This design comes from an exercise in tuning for a short achievable clock period and few clock cycles per item on the open sky130 flow, not from production work.
Power figures rest on the tool's default switching activity, not on a simulated workload.

Design cpu_top, start of the top module:
module cpu_top
(
    input  logic        clk,
    input  logic        reset,
    input  logic [15:0] mem_rdata,
    output logic [15:0] mem_addr,
    output logic        mem_we,
    output logic [15:0] mem_wdata,
    output logic        halted
);
For scale: roughly 4500 cells after synthesis, ~690 flip-flops, ~43000 um^2 of cells after synthesis.
==> flow/config.mk <==
export PLATFORM = sky130hd
export DESIGN_NAME = cpu_top
export DESIGN_NICKNAME = cpu_top
export VERILOG_FILES = /design/flow/design.v
export SDC_FILE = /design/flow/constraint.sdc
export NUM_CORES = 4
export LEC_CHECK = 0
export CAP_MARGIN = 20
export CORE_MARGIN = 2
export CORE_UTILIZATION = 40
export SETUP_SLACK_MARGIN = 5
export SLEW_MARGIN = 20
export SYNTH_HIERARCHICAL = 1
==> flow/constraint.sdc <==
create_clock -name core_clock -period 8.0 [get_ports {clk}]
set_input_delay 1.6000 -clock core_clock [delete_from_list [all_inputs] [get_ports {clk}]]
set_output_delay 1.6000 -clock core_clock [all_outputs]
set_load 0.01 [all_outputs]
run.sh (not shown) runs the stock make flow with config.mk's settings and CLKGATE_MAP_FILE= SYNTH_SCRIPT=/design/flow/synth_recipe.tcl, a recipe that flattens the netlist after the stock synthesis.
Change:
--- a/flow/design.v
+++ b/flow/design.v
@@ -174,25 +174,23 @@
     logic [XC_B-1:0] n_idx;
     assign x1      = ir_v;
     assign one_cyc = !(c_ldi || c_jmp || c_ld || c_st);
     assign load_rd = !dcyc && (!ir_v || one_cyc);
     assign load_ib = dcyc && !stale;
     assign lseq    = load_rd || load_ib;
     assign ovsel   = x1 && (c_ld || c_st) && c_ovl;
     assign stale_i2 = c_st && c_ovl && (opa == ovl_a);
     assign d_rd    = decode(mem_rdata);
     assign d_ib    = decode(ib);
     assign d_ov    = decode(ovl_w);
-    logic rd_sel;
-    assign rd_sel  = !dcyc && !ovsel;
-    assign nd      = rd_sel ? d_rd : (dcyc ? d_ib : d_ov);
+    assign nd      = dcyc ? d_ib : (ovsel ? d_ov : d_rd);
     assign ns      = dcyc ? d_ib : d_rd;
     assign mai     = ~man;
     assign ma1     = mai + 16'd1;
     assign ma2     = mai + 16'd2;
     assign la      = dcyc ? ra : mai;
     assign la1     = dcyc ? ra1 : ma1;
     assign la2     = dcyc ? ra2 : ma2;
     assign z_next  = (x1 && (c_alu || c_cmp)) ? z_new : z;
     logic        hit1_r, hit2_r;      
     logic [15:0] xd1_r, xd2_r;
     logic        seq1, seq2;          
@@ -253,24 +251,24 @@
         wb_d  <= alu_res;
     end
     logic [15:0] rd_a, rd_b, rf_a, rf_b;
     logic        fa_alu, fa_mem, fb_alu, fb_mem;
     assign fa_alu = wr_alu && (dcyc ? ir_rx == d_ib.rx : ir_rx == d_rd.rx);
     assign fb_alu = wr_alu && (dcyc ? ir_rx == d_ib.ry : ir_rx == d_rd.ry);
     assign fa_mem = dcyc && ld_wr && ld_rx == d_ib.rx;
     assign fb_mem = dcyc && ld_wr && ld_rx == d_ib.ry;
     function automatic logic [15:0] rf_rd(input logic [2:0] r);
         rf_rd = (wb_v && wb_rx == r) ? wb_d : regs[r];
     endfunction
-    assign rf_a = rd_sel ? rf_rd(d_rd.rx) : (dcyc ? rf_rd(d_ib.rx) : rf_rd(d_ov.rx));
-    assign rf_b = rd_sel ? rf_rd(d_rd.ry) : (dcyc ? rf_rd(d_ib.ry) : rf_rd(d_ov.ry));
+    assign rf_a = dcyc ? rf_rd(d_ib.rx) : (ovsel ? rf_rd(d_ov.rx) : rf_rd(d_rd.rx));
+    assign rf_b = dcyc ? rf_rd(d_ib.ry) : (ovsel ? rf_rd(d_ov.ry) : rf_rd(d_rd.ry));
     assign rd_a = fa_alu ? alu_res : (fa_mem ? mem_rdata : rf_a);
     assign rd_b = fb_alu ? alu_res : (fb_mem ? mem_rdata : rf_b);
     logic [15:0] ma_j;      
     logic [15:0] ma_nj;     
     logic        s1_nj;     
     logic        s2_nj;     
     assign s1_nj = lseq ? !(ns.jmp && n_hit) && !(ns.ldi && n_hit) && !ovl_ok : (!dcyc && c_ldi);
     assign s2_nj = lseq && !(ns.jmp && n_hit) && ((ns.ldi && n_hit) || ovl_ok);
     logic        sel_j;
     logic        taken;
     logic [15:0] ma_jt;
After rerunning: Core utilization is lower by 0.49 points; sequential share of layout area rises by 0.84 points; power went down by a quarter to a third; non-clock buffer count is lower by 60; final area shrinks by a few percent; via count is lower by a few percent; synthesized area goes down slightly; global-route usage came out lower by 0.91 points; worst hold slack gets worse by 0.0046 ns.
No run of this note included a check of the RTL's function; only the layout flow was run.


## run a
cpu_top, a different RTL version from the one above (not shown whole).
For scale: ~6100 cells after synthesis, roughly 730 flip-flops, ~52 I/O pins.
export LEC_CHECK = 0
export CAP_MARGIN = 20
export CORE_MARGIN = 2
export CORE_UTILIZATION = 40
export SETUP_SLACK_MARGIN = 5
export SLEW_MARGIN = 20
export SYNTH_HIERARCHICAL = 1
create_clock -name core_clock -period 8.0 [get_ports {clk}]
For run b, these inputs were changed with respect to run a:
--- a/flow/design.v
+++ b/flow/design.v
@@ -18,36 +18,54 @@
                 if (i >= (1 << l)) begin
                     ng[i] = gg[i] | (pp[i] & gg[i - (1 << l)]);
                     np[i] = pp[i] & pp[i - (1 << l)];
                 end
             end
             gg = ng;
             pp = np;
         end
         s = p ^ {gg[14:1], ~(~x[0] | ~y[0]), 1'b0};
     end
 endmodule
+module inc16
+(
+    input  logic [15:0] a,
+    output logic [15:0] s
+);
+    always_comb begin
+        logic [15:0] pp, np;
+        pp = a;
+        for (int l = 0; l < 4; l++) begin
+            np = pp;
+            for (int i = 0; i < 16; i++) begin
+                if (i >= (1 << l))
+                    np[i] = pp[i] & pp[i - (1 << l)];
+            end
+            pp = np;
+        end
+        s = a ^ {pp[14:0], 1'b1};
+    end
+endmodule
 module cpu_top
 (
     input  logic        clk,
     input  logic        reset,
     input  logic [15:0] mem_rdata,
     output logic [15:0] mem_addr,
     output logic        mem_we,
     output logic [15:0] mem_wdata,
     output logic        halted
 );
     logic [15:0] regs [8];
     logic        z;
-    logic [15:0] ma;       
-    logic [15:0] man;      
+    logic [15:0] ma;
     logic [15:0] mai;
     logic        we;
     logic [15:0] wd;
     logic        ir_v;
     logic [2:0]  ir_rx;
     logic [15:0] ir_pc;    
     logic [15:0] opa;      
     logic [15:0] opb;      
     logic [15:0] opx;      
     logic [15:0] opy;      
     logic [15:0] imm;      
@@ -174,25 +192,33 @@
     assign x1      = ir_v;
     assign one_cyc = !(c_ldi || c_jmp || c_ld || c_st);
     assign load_rd = !dcyc && (!ir_v || one_cyc);
     assign load_ib = dcyc && !stale;
     assign lseq    = load_rd || load_ib;
     assign ovsel   = x1 && (c_ld || c_st) && c_ovl;
     assign stale_i2 = c_st && c_ovl && (opa == ovl_a);
     assign d_rd    = decode(mem_rdata);
     assign d_ib    = decode(ib);
     assign d_ov    = decode(ovl_w);
     assign nd      = dcyc ? d_ib : (ovsel ? d_ov : d_rd);
-    assign mai     = ~man;
-    assign ma1     = mai + 16'd1;
-    assign ma2     = mai + 16'd2;
+    assign mai     = ma;
+    logic [15:0] ma2h;
+    inc16 u_inc1 (
+        .a (mai),
+        .s (ma1)
+    );
+    inc16 u_inc2 (
+        .a ({1'b0, mai[15:1]}),
+        .s (ma2h)
+    );
+    assign ma2     = {ma2h[14:0], mai[0]};
     assign la      = dcyc ? ra : mai;
     assign la1     = dcyc ? ra1 : ma1;
     assign la2     = dcyc ? ra2 : ma2;
     assign z_next  = (x1 && (c_alu || c_cmp)) ? z_new : z;
     logic        hit1_r, hit2_r;      
     logic        hit3_r, hit4_r;      
     logic [15:0] xd1_r, xd2_r, xd3_r, xd4_r;
     logic        seq1, seq2;          
     logic        seq3, seq4;          
     logic        hit_ma;
     logic [15:0] xd_ma;
@@ -200,27 +226,23 @@
     logic [15:0] ra_xd;
     logic        hit1, hit2, hit3, hit4;
     logic [XC_B-1:0] idx1, idx2, idx3, idx4;
     logic [XC_B-1:0] upd_idx;         
     logic        upd;
     assign hit_ma  = (seq1 && hit1_r) || (seq2 && hit2_r) || (seq3 && hit3_r) || (seq4 && hit4_r);
     assign xd_ma   = seq1 ? xd1_r : (seq2 ? xd2_r : (seq3 ? xd3_r : xd4_r));
     assign n_hit   = dcyc ? ra_hit : hit_ma;
     assign n_xd    = dcyc ? ra_xd : xd_ma;
     assign n_idx   = mai[XC_B-1:0];
     function automatic logic xc_hit(input logic [15:0] adr);
-        logic h;
-        h = 1'b0;
-        for (int k = 0; k < XC_N; k++)
-            h = h | (xc_v[k] && adr[XC_B-1:0] == XC_B'(k) && xc_t[k] == adr[15:XC_B]);
-        xc_hit = h;
+        xc_hit = xc_v[adr[XC_B-1:0]] && (xc_t[adr[XC_B-1:0]] == adr[15:XC_B]);
     endfunction
     assign idx1    = la1[XC_B-1:0];
     assign idx2    = la2[XC_B-1:0];
     assign hit1    = dcyc ? xc_hit(ra1) : xc_hit(ma1);
     assign hit2    = dcyc ? xc_hit(ra2) : xc_hit(ma2);
     assign idx3    = n_xd[XC_B-1:0];
     assign idx4    = mem_rdata[XC_B-1:0];
     assign hit3    = dcyc ? xc_hit(ra_xd) :
                      ((seq1 && xc_hit(xd1_r)) || (seq2 && xc_hit(xd2_r)) ||
                       (seq3 && xc_hit(xd3_r)) || (!seq1 && !seq2 && !seq3 && xc_hit(xd4_r)));
     assign hit4    = xc_hit(mem_rdata);
@@ -311,42 +333,40 @@
             ma_nj = mem_rdata;
         end else if (c_ld) begin
             ma_nj = opb;
         end else begin
             ma_nj = opa;
         end
     end
     always_ff @(posedge clk or posedge reset) begin
         if (reset) begin
             z     <= 1'b0;
             ma    <= 16'h0000;
-            man   <= ~16'h0000;
             seq1  <= 1'b0;
             seq2  <= 1'b0;
             seq3  <= 1'b0;
             seq4  <= 1'b0;
             hit1_r <= 1'b0;
             hit2_r <= 1'b0;
             hit3_r <= 1'b0;
             hit4_r <= 1'b0;
             we    <= 1'b0;
             ir_v  <= 1'b0;
             dcyc  <= 1'b0;
             hlt   <= 1'b0;
             run   <= 1'b1;
             xc_v  <= '0;
         end else begin
             if (x1 && (c_alu || c_cmp))
                 z <= z_new;
             ma   <= ma_d;
-            man  <= ~ma_d;
             seq1 <= taken ? ((sel_j && !n_hit) || (!sel_j && s1_nj)) : (!sel_j && s1_nj);
             seq2 <= taken ? (!sel_j && s2_nj) : (sel_j || s2_nj);
             seq3 <= taken ? ((sel_j && n_hit) || (!sel_j && s3_nj)) : (!sel_j && s3_nj);
             seq4 <= !lseq && !dcyc && !c_ldi && c_jmp;
             hit1_r <= hit1 && !xc_upd(idx1);
             hit2_r <= hit2 && !xc_upd(idx2);
             hit3_r <= hit3 && !xc_upd(idx3);
             hit4_r <= hit4 && !xc_upd(idx4);
             we   <= x1 && c_st && run;
             dcyc <= x1 && (c_ld || c_st);
             if (lseq) begin
Results
Between run a and run b, shortest clock period the worst path allows after layout decreased.
Summary of run b over run a: first-pass GRT wire length fell by 20%; number of buffers inserted to repair setup after CTS went down 57; synthesized cell count has decreased; post-route antenna net violation count essentially unchanged; layout filler cell count went down by about 10%.
Between run b and run a, the worst slack on hold paths figures differ only marginally.
[run b vs run a] data arrival time of the critical path: lower in run b
The width of the die number comes out lower for run b vs run a.
Per the comparison of run b with run a, total power down 4.4%; internal power consumption down about 2%; worst-case setup margin in the final layout up 290 ps.
No run of this note included a check of the RTL's function; only the layout flow was run.

==> separate check: timing with driven ports <==
The results above use ideal ports. As a check the final layouts listed here were re-extracted and re-timed, cells and wires unchanged. Step 1 (the two cells are an assumption about what drives the block):
set clk [get_ports {clk}]
set_driving_cell -lib_cell sky130_fd_sc_hd__clkbuf_16 $clk
set_driving_cell -lib_cell sky130_fd_sc_hd__buf_2 [delete_from_list [all_inputs] $clk]
Step 2, shift: input delay + t, output delay - t, t = (earliest + latest rising clock arrival at the registers) / 2. This alone moves slack from input paths to output paths. Slacks: ideal ports / drivers / drivers and shift; pairs: ideal ports / drivers.
run	t (ns)	slack for setup (ns)	worst hold slack (ns)	worst data-port slew with drivers (ns)
the first run of note 1	0.756	4.695 / 4.695 / 3.968	0.449 / 0.449 / 0.449	0.33
the second run of note 1	0.746	4.731 / 4.731 / 4.048	0.444 / 0.444 / 0.444	0.25
run a	0.782	4.556 / 4.556 / 3.928	0.430 / 0.430 / 0.430	0.37
run b	0.778	4.849 / 4.723 / 3.945	0.429 / 0.429 / 0.429	0.36
After both steps setup and hold are still met in every run listed. The setup slack of run b, which loses most, moves by -0.126 ns with the drivers and by -0.904 ns with both steps.
